This is an optimization exercise on Yosys and OpenROAD, whose aim is small area and a short achievable clock period, not a production implementation. For this run, only the layout was checked, not whether the RTL still works. No activity file was given, so power comes from the tool's default toggle rates.

## design/flow/design.v

```verilog
module sdram_host_responder #(
   parameter int unsigned ACK_LAT    = 3,
   parameter logic [22:0] FAULT_ADDR = 23'h000010,
   parameter logic [15:0] FAULT_XOR  = 16'h0001
) (
   input  logic        CLOCK_50,
   input  logic        RESET,
   input  logic [22:0] ADDR,
   input  logic        WR,
   input  logic        RD,
   input  logic [7:0]  LENGTH,
   input  logic [1:0]  DM,
   input  logic [15:0] DATAIN,
   output logic [15:0] DATAOUT,
   output logic        ACT,
   output logic        DONE,
   output logic        IN_REQ,
   output logic        OUT_VALID
);
   localparam logic [14:0] FA_HI   = FAULT_ADDR[22:8];
   localparam logic [14:0] FA_HIM1 = FAULT_ADDR[22:8] - 15'd1;
   localparam logic [7:0]  FA_LO   = FAULT_ADDR[7:0];
   logic       busy_q;                
   logic       w1_q, w2_q, act_q;     
   logic       wb_q, rb_q, rl_q;      
   logic       done_q, rel_q;
   logic       act_o, inreq_o, done_o, valid_o;
   logic [15:0] dout_o;
   logic       wr_q;
   logic [7:0] len_q;                 
   logic [1:0] dm_q;
   logic [7:0] lo_q;                  
   logic       hz_q, ho_q;            
   logic [8:0] oa_q;                  
   logic       req, last;
   logic       wb_d, rb_d, done_d;
   assign req    = WR | RD;
   assign last   = (len_q[7:1] == 7'd0);
   assign wb_d   = (act_q && wr_q) || (wb_q && !last);
   assign rb_d   = (act_q && !wr_q) || (rb_q && !last);
   assign done_d = (wb_q && last) || rl_q;
   always_ff @(posedge CLOCK_50 or posedge RESET) begin
      if (RESET) begin
         busy_q  <= 1'b0;
         w1_q    <= 1'b0;
         w2_q    <= 1'b0;
         act_q   <= 1'b0;
         wb_q    <= 1'b0;
         rb_q    <= 1'b0;
         rl_q    <= 1'b0;
         done_q  <= 1'b0;
         rel_q   <= 1'b0;
         act_o   <= 1'b0;
         inreq_o <= 1'b0;
         done_o  <= 1'b0;
         valid_o <= 1'b0;
      end else begin
         busy_q  <= busy_q ? !(rel_q && !req) : req;
         w1_q    <= !busy_q && req;
         w2_q    <= w1_q;
         act_q   <= w2_q;
         wb_q    <= wb_d;
         rb_q    <= rb_d;
         rl_q    <= rb_q && last;
         done_q  <= done_d;
         rel_q   <= done_q || (rel_q && req);
         act_o   <= w2_q;
         inreq_o <= wb_d;
         done_o  <= done_d;
         valid_o <= rb_q;
      end
   end
   always_ff @(posedge CLOCK_50) begin
      if (!busy_q) begin
         wr_q  <= WR;
         len_q <= LENGTH;
         dm_q  <= DM;
         lo_q  <= ADDR[7:0];
         hz_q  <= (ADDR[22:8] == FA_HI);
         ho_q  <= (ADDR[22:8] == FA_HIM1);
      end else if (wb_q || rb_q) begin
         len_q <= len_q - 8'd1;
      end
   end
   logic [2:0] ph;                    
   always_ff @(posedge CLOCK_50) ph <= ph + 3'd1;
   logic [15:0] wd_q [4];
   logic [1:0]  wbe_q [4];
   logic [1:0]  wsel_q;               
   logic [7:0]  wlo_q, whi_q;         
   logic [15:0] wdat, wx;
   logic [1:0]  wbe;
   always_ff @(posedge CLOCK_50) begin
      wd_q[0]  <= DATAIN;
      wbe_q[0] <= wb_q ? ~dm_q : 2'b00;
      for (int k = 1; k < 4; k++) begin
         wd_q[k]  <= wd_q[k-1];
         wbe_q[k] <= wbe_q[k-1];
      end
   end
   logic [1:0] wsel_d;
   logic [7:0] wa0;
   assign wsel_d = lo_q[1:0] - ph[1:0] + 2'd1;
   assign wa0    = lo_q - {6'd0, wsel_d} - 8'd1;
   always_ff @(posedge CLOCK_50) begin
      if (act_q) begin
         wsel_q <= wsel_d;
         wlo_q  <= 8'd1 << wa0[4:2];
         whi_q  <= 8'd1 << wa0[7:5];
      end else if (ph[1:0] == 2'd2) begin
         wlo_q  <= {wlo_q[6:0], wlo_q[7]};
         if (wlo_q[7]) whi_q <= {whi_q[6:0], whi_q[7]};
      end
   end
   assign wdat = wd_q[wsel_q];
   assign wbe  = wbe_q[wsel_q];
   assign wx   = {wbe[1] ? ~(wdat[15:8] ^ {8{ph[2]}}) : 8'hFF,
                  wbe[0] ? ~(wdat[7:0]  ^ {8{ph[2]}}) : 8'hFF};
   logic [15:0] s0 [64];
   logic [15:0] s1 [64];
   logic [15:0] s2 [64];
   logic [15:0] s3 [64];
   for (genvar r = 0; r < 64; r++) begin : g_ring
      logic hit, g_hi, g_lo;
      assign hit  = whi_q[r / 8] && wlo_q[r % 8];
      assign g_hi = hit && wbe[1];
      assign g_lo = hit && wbe[0];
      always_ff @(posedge CLOCK_50) begin
         s0[r][15:8] <= ~((s3[r][15:8] | {8{g_hi}}) & (wx[15:8] | {8{!hit}}));
         s0[r][7:0]  <= ~((s3[r][7:0]  | {8{g_lo}}) & (wx[7:0]  | {8{!hit}}));
         s1[r] <= s0[r];
         s2[r] <= s1[r];
         s3[r] <= s2[r];
      end
   end
   logic [7:0]  rlo_q, rhi_q;
   logic [1:0]  dsel_q;
   logic [1:0]  ph1;
   logic [5:0]  rr0;
   logic        pol_q;                
   logic [15:0] tap, tapt;
   logic [15:0] p_q [1:3];
   logic [15:0] rdat;
   logic        fault;
   assign ph1 = ph[1:0] + 2'd1;
   assign rr0 = ADDR[7:2] - {5'd0, (ph1 > ADDR[1:0])};
   always_ff @(posedge CLOCK_50) begin
      pol_q <= ph[2];
      if (!busy_q) begin
         rlo_q  <= 8'd1 << rr0[2:0];
         rhi_q  <= 8'd1 << rr0[5:3];
         dsel_q <= ph[1:0] - ADDR[1:0];
      end else if (ph[1:0] == 2'd3) begin
         rlo_q  <= {rlo_q[6:0], rlo_q[7]};
         if (rlo_q[7]) rhi_q <= {rhi_q[6:0], rhi_q[7]};
      end
   end
   always_comb begin
      tap = '0;
      for (int r = 0; r < 64; r++)
         tap = tap | ({16{rhi_q[r / 8] && rlo_q[r % 8]}} & s0[r]);
   end
   assign tapt = tap ^ {16{pol_q}};
   always_ff @(posedge CLOCK_50) begin
      p_q[1] <= tapt;
      p_q[2] <= p_q[1];
      p_q[3] <= p_q[2];
   end
   always_comb begin
      case (dsel_q)
         2'd0:    rdat = tapt;
         2'd1:    rdat = p_q[1];
         2'd2:    rdat = p_q[2];
         default: rdat = p_q[3];
      endcase
   end
   always_ff @(posedge CLOCK_50) begin
      if (act_q)     oa_q <= {1'b0, lo_q};
      else if (rb_q) oa_q <= oa_q + 9'd1;
   end
   assign fault = (hz_q && oa_q == {1'b0, FA_LO}) || (ho_q && oa_q == {1'b1, FA_LO});
   always_ff @(posedge CLOCK_50 or posedge RESET) begin
      if (RESET)     dout_o <= '0;
      else if (rb_q) dout_o <= rdat ^ (fault ? FAULT_XOR : 16'h0000);
   end
   assign ACT       = act_o;
   assign IN_REQ    = inreq_o;
   assign DONE      = done_o;
   assign OUT_VALID = valid_o;
   assign DATAOUT   = dout_o;
endmodule
```

## design/flow/run.sh

```bash
#!/bin/bash
# synth_recipe.tcl (not shown) runs the flow's synth.tcl, then flattens the netlist and writes it again
# the make line also repeats each setting of config.mk as NAME=value (left out here)
make -C /OpenROAD-flow-scripts/flow DESIGN_CONFIG=/design/flow/config.mk WORK_HOME=/design/flow/orfs CLKGATE_MAP_FILE= SYNTH_SCRIPT=/design/flow/synth_recipe.tcl finish
```

## design/flow/config.mk

```make
export PLATFORM = sky130hd
export DESIGN_NAME = sdram_host_responder
export DESIGN_NICKNAME = sdram_host_responder
export VERILOG_FILES = /design/flow/design.v
export SDC_FILE = /design/flow/constraint.sdc
export NUM_CORES = 4
export LEC_CHECK = 0
export CAP_MARGIN = 20
export CORE_MARGIN = 2
export CORE_UTILIZATION = 40
export SETUP_SLACK_MARGIN = 3.0
export SLEW_MARGIN = 20
```

## design/flow/constraint.sdc

```tcl
create_clock -name core_clock -period 5.8 [get_ports {CLOCK_50}]
set_input_delay 1.1600 -clock core_clock [delete_from_list [all_inputs] [get_ports {CLOCK_50}]]
set_output_delay 1.1600 -clock core_clock [all_outputs]
set_load 0.01 [all_outputs]
```

==> summary.txt <==
-- power groups by stage --
| stage | Sequential [mW] | Combinational [mW] | Clock, mW |
|---|---|---|---|
| floorplan | 36.4 | 1.84 | 0 |
| global placement | 37.2 | 3.30 | 0 |
| detailed placement | 37.3 | 3.37 | 0 |
| CTS | 36.8 | 3.68 | 26.0 |
| global route | 37.3 | 4.06 | 27.2 |
| finish | 37.0 | 3.94 | 25.9 |
-- worst paths after layout --
check	slack, ps	end	cells past startpoint	from
min in group asynchronous	640	rl_q	2	RESET
max reg2reg	2450	dout_o[3]	8	rhi_q[6]
min reg2reg	290	s2[53][13]	0	s1[53][13]
max in group asynchronous	4490	dout_o[10]	2	RESET
max	2450	dout_o[3]	8	rhi_q[6]
min	290	s2[53][13]	0	s1[53][13]
-- registers in the layout (all words and copies together) (netlist names), 2 cells and up --
register,flops
lo_q,8
dm_q,2
wd_q,64
s2,1024
oa_q,9
s3,1024
ph,3
wbe_q,8
rlo_q,8
s1,1024
wsel_q,2
len_q,8
dout_o,16
p_q,48
s0,1024
wlo_q,8
dsel_q,2
whi_q,8
rhi_q,8
-- per-layer routing --
layer	vias to the layer above	part of all wire, %	track usage (%)
met5	-	0.020	0
met4	10	4.6	11.6
met3	703	11	5.79
met2	3807	42	36.6
met1	32300	43	36.0
li1	26916	-	-
-- stage by stage --
stage	setup slack (ps)	total power [mW]
floorplan	2680	38.2
global placement	1540	40.5
detailed placement	1550	40.7
CTS	2610	66.5
global route	2460	68.5
finish	2450	66.8
-- kinds of logic (layout without fill, tap and decap cells) --
family	after synthesis	count (layout)	share of synthesized area [%]
multiplexers	42	42	0.630
flip-flops	4312	4312	83.1
AO/OA/AOI/OAI	1729	1729	11.0
AND/OR/NAND/NOR	703	711	3.21
other	0	1	0
buffers and inverters	423	1139	1.56
adder cells (fa/ha/maj)	13	13	0.162
XOR/XNOR	47	47	0.392
-- cells in the final DEF (no fill, tap or decap), types with 36 or more instances in the layout --
master and instances:
a22oi_1 252, o22ai_1 1080, nor2_2 36, a21oi_1 88
clkinv_2 58, clkbuf_1 75, buf_4 242, clkbuf_16 396
a22oi_2 40, nor2_1 144, clkbuf_8 89, a222oi_1 52
dfxtp_1 4218, nand2_1 110, clkdlybuf4s50_1 51, nand3_1 188
buf_6 51, edfxtp_1 65, nand4_1 53
-- cell usage after synthesis (7+ instances only) --
cell       number  share of area [%]
or4_1           7              0.050
xor2_1         31               0.26
a222oi_1       52               0.50
nor4_1         31               0.18
a21oi_1       108               0.52
o31ai_1         9              0.064
a22o_1         30               0.25
ha_1           12               0.14
o22ai_1      1092                6.5
mux2_2         22               0.24
mux4_2         17               0.37
nor2_1        182               0.65
nand3_1       195               0.93
and3_1         13              0.078
buf_2          14              0.067
inv_1          33               0.12
nand4_1        53               0.32
nor3_1         26               0.12
a22oi_1       291                2.1
nand2_1       142               0.51
a32oi_1        21               0.18
dfxtp_1      4221                 81
o22a_1         15               0.13
and2_1         13              0.078
nor3b_1         7              0.050
dfrtp_1        26               0.62
xnor2_1        16               0.13
buf_1          38               0.14
or3_1           7              0.042
edfxtp_1       65                1.9
a31oi_1        15              0.089
o21ai_0        29               0.14
o2bb2ai_1      12               0.10
clkbuf_1      327                1.2
-- final cells by class --
class	instances	area (um2)	area share [%]
Multi-Input combinational cell	2542	18000	14.1
Clock inverter	125	1520	1.19
Antenna cell	1	2.50	0.00197
Tap cell	3496	4370	3.45
Sequential cell	4312	87100	68.7
Timing Repair Buffer	414	4320	3.40
Clock buffer	560	11400	8.99
Inverter	40	210	0.166
-- timing repair --
item / 4_1_cts / 5_1_grt
setup buffers: 97 / 44
pin swaps: 103 / 65
setup endpoints to repair: 1095 / 323
hold buffers: 0 / 0
cloned: 20 / 6
gates resized for setup: 404 / 114
==> impl_results.md <==
* Status: timing/DRC/antenna clean
* Max-cap violations at 0
* Psw at 15.7 mW
* Share of cells above drive strength 1 at roughly 16%
* Mapped Area at 0.105 mm2
* PwrDens at 526 mW/mm2
* Clk sinks at around 4300
* Fill count at 22087
* Synth async-reset ratio at 0.603%
* Post-Syn Instances at 7269
* GPL Wtd Cong at 0.897
* Leakage at ~50 nW
* Placed insts at 10634
* Sequential share of power at a little under three fifths
* H-tree levels at 5
* Die Wd at 516 um
* Cell Int Power at 51.1 mW
* Synth cell types at 69
* Synth warn at 8
* GRT overflow at 0
* Final Util at roughly 50%
* Dpl cell area at 0.110 mm2
* Sw Share at 23.5%
* Fmax at 0.299 GHz
* FP Rows at 187
* Final ANT Viol Nets at 0
* Minimum clock period at roughly 3300 ps
* Worst setup SP type: flip-flop
* Clock Tree Root: clkbuf_16
* WL final at approximately 350000 um
* Syn Area/Cell at roughly 14 um2
* IO Port Bufs at 72
* Initial core utilization at 40.3%
* Hold/Removal Path Class: reg2reg
* Critical path's top delay family: compound AO/OA/AOI/OAI gates
* Relative slew slack at 19.6%
* Worst-Skew Late Latency at approximately 1000 ps
* GRT Util Overall at 25.4%
* Crit path DAT at 4240 ps
* CP max stage cell: a222oi_1
* CTS Buf Count at 385
* Wire length per cell at around 30 um
* First-pass GRT wire length at 478000 um
* Die H at ~520 um
* Crit path max fanout at 13
* Largest net degree at the start of global routing at 49
* Synth Net Count at roughly 7300
* Clk pwr share at 38.8%
* # IOs at between 70 and 80
* Clk_skew at 69.6 ps
* DR vias/cell at 5.55
* Initial antenna violation count at 15
* Hold Worst Slack at 288 ps
* Final #Nets at 7761
* DR vias at about 64000
* Cell Count, Final, Fillers Out at between 10000 and 15000
* CTS tree: yes
* IR drop worst, VDD at around 0.3 mV
* RSZ-0062 raised after global routing: true
* Setup TNS at 0 ps
* Critical Path Sink Type: flip-flop
* Yosys reg bits at around 4300
* P&R area growth vs syn at 21.0%
* Post-DP HPWL at 207000 um
* Hold Violations, Final at 0
* DRC at 0
* Seq/Total Area, Yosys at between 80 and 90%
* Vias in the first global route at 61566
* Number of flops mapped to enable cells by yosys at between 60 and 70
* Worst path max stage delay at around 900 ps
* Ys flop type: dfxtp_1
* Crit share post-route at 57.7%
* Die ar. at 0.266 mm2
* Slew Limit Fails at 0
* CTS clk-pin slew, worst paths at approximately 70 ps
* Number of DRC markers in iteration 0 at about 8600
* TritonRoute pass-1 iters at 9
* Clock buffer depth at 4
* Setup Crit Path Kind: reg2reg
* Design Area, Final at 0.127 mm2
* Worst Tran Pin Value at 1210 ps
* CP bufs+invs at 1
* Worst-path cell chain: buf_12 > a222oi_1 > nor2_1 > nor3_1 > nand4_1 > xnor2_1 > mux4_2 > mux2_2
* Logic pwr share at around 5.9%
* Setup violators final at 0
* Required @ worst endpoint at 6690 ps
* Core area at 0.260 mm2

==> static timing again, ports no longer ideal <==
Ports are ideal in the flow. The routed layout listed here was re-timed in OpenROAD. Step 1 sets driving cells, clkbuf_16 on the clock port and buf_2 on the other inputs (assumed; they add their load-dependent delay and slew). Step 2, shift: input delay + t, output delay - t, t = (earliest + latest rising clock arrival at the registers) / 2. This alone moves slack from input paths to output paths. Three values: ideal, step 1, step 2; two values: the first two.
t (ns): 1.065
setup WS [ns]: 2.454 / 2.454 / 2.038
latest minus earliest clock arrival (ns): 0.075 / 0.075
After both steps setup and hold are still met in this run. For this run, drivers alone change the setup slack by 0.000 ns; drivers and shift together by -0.416 ns.
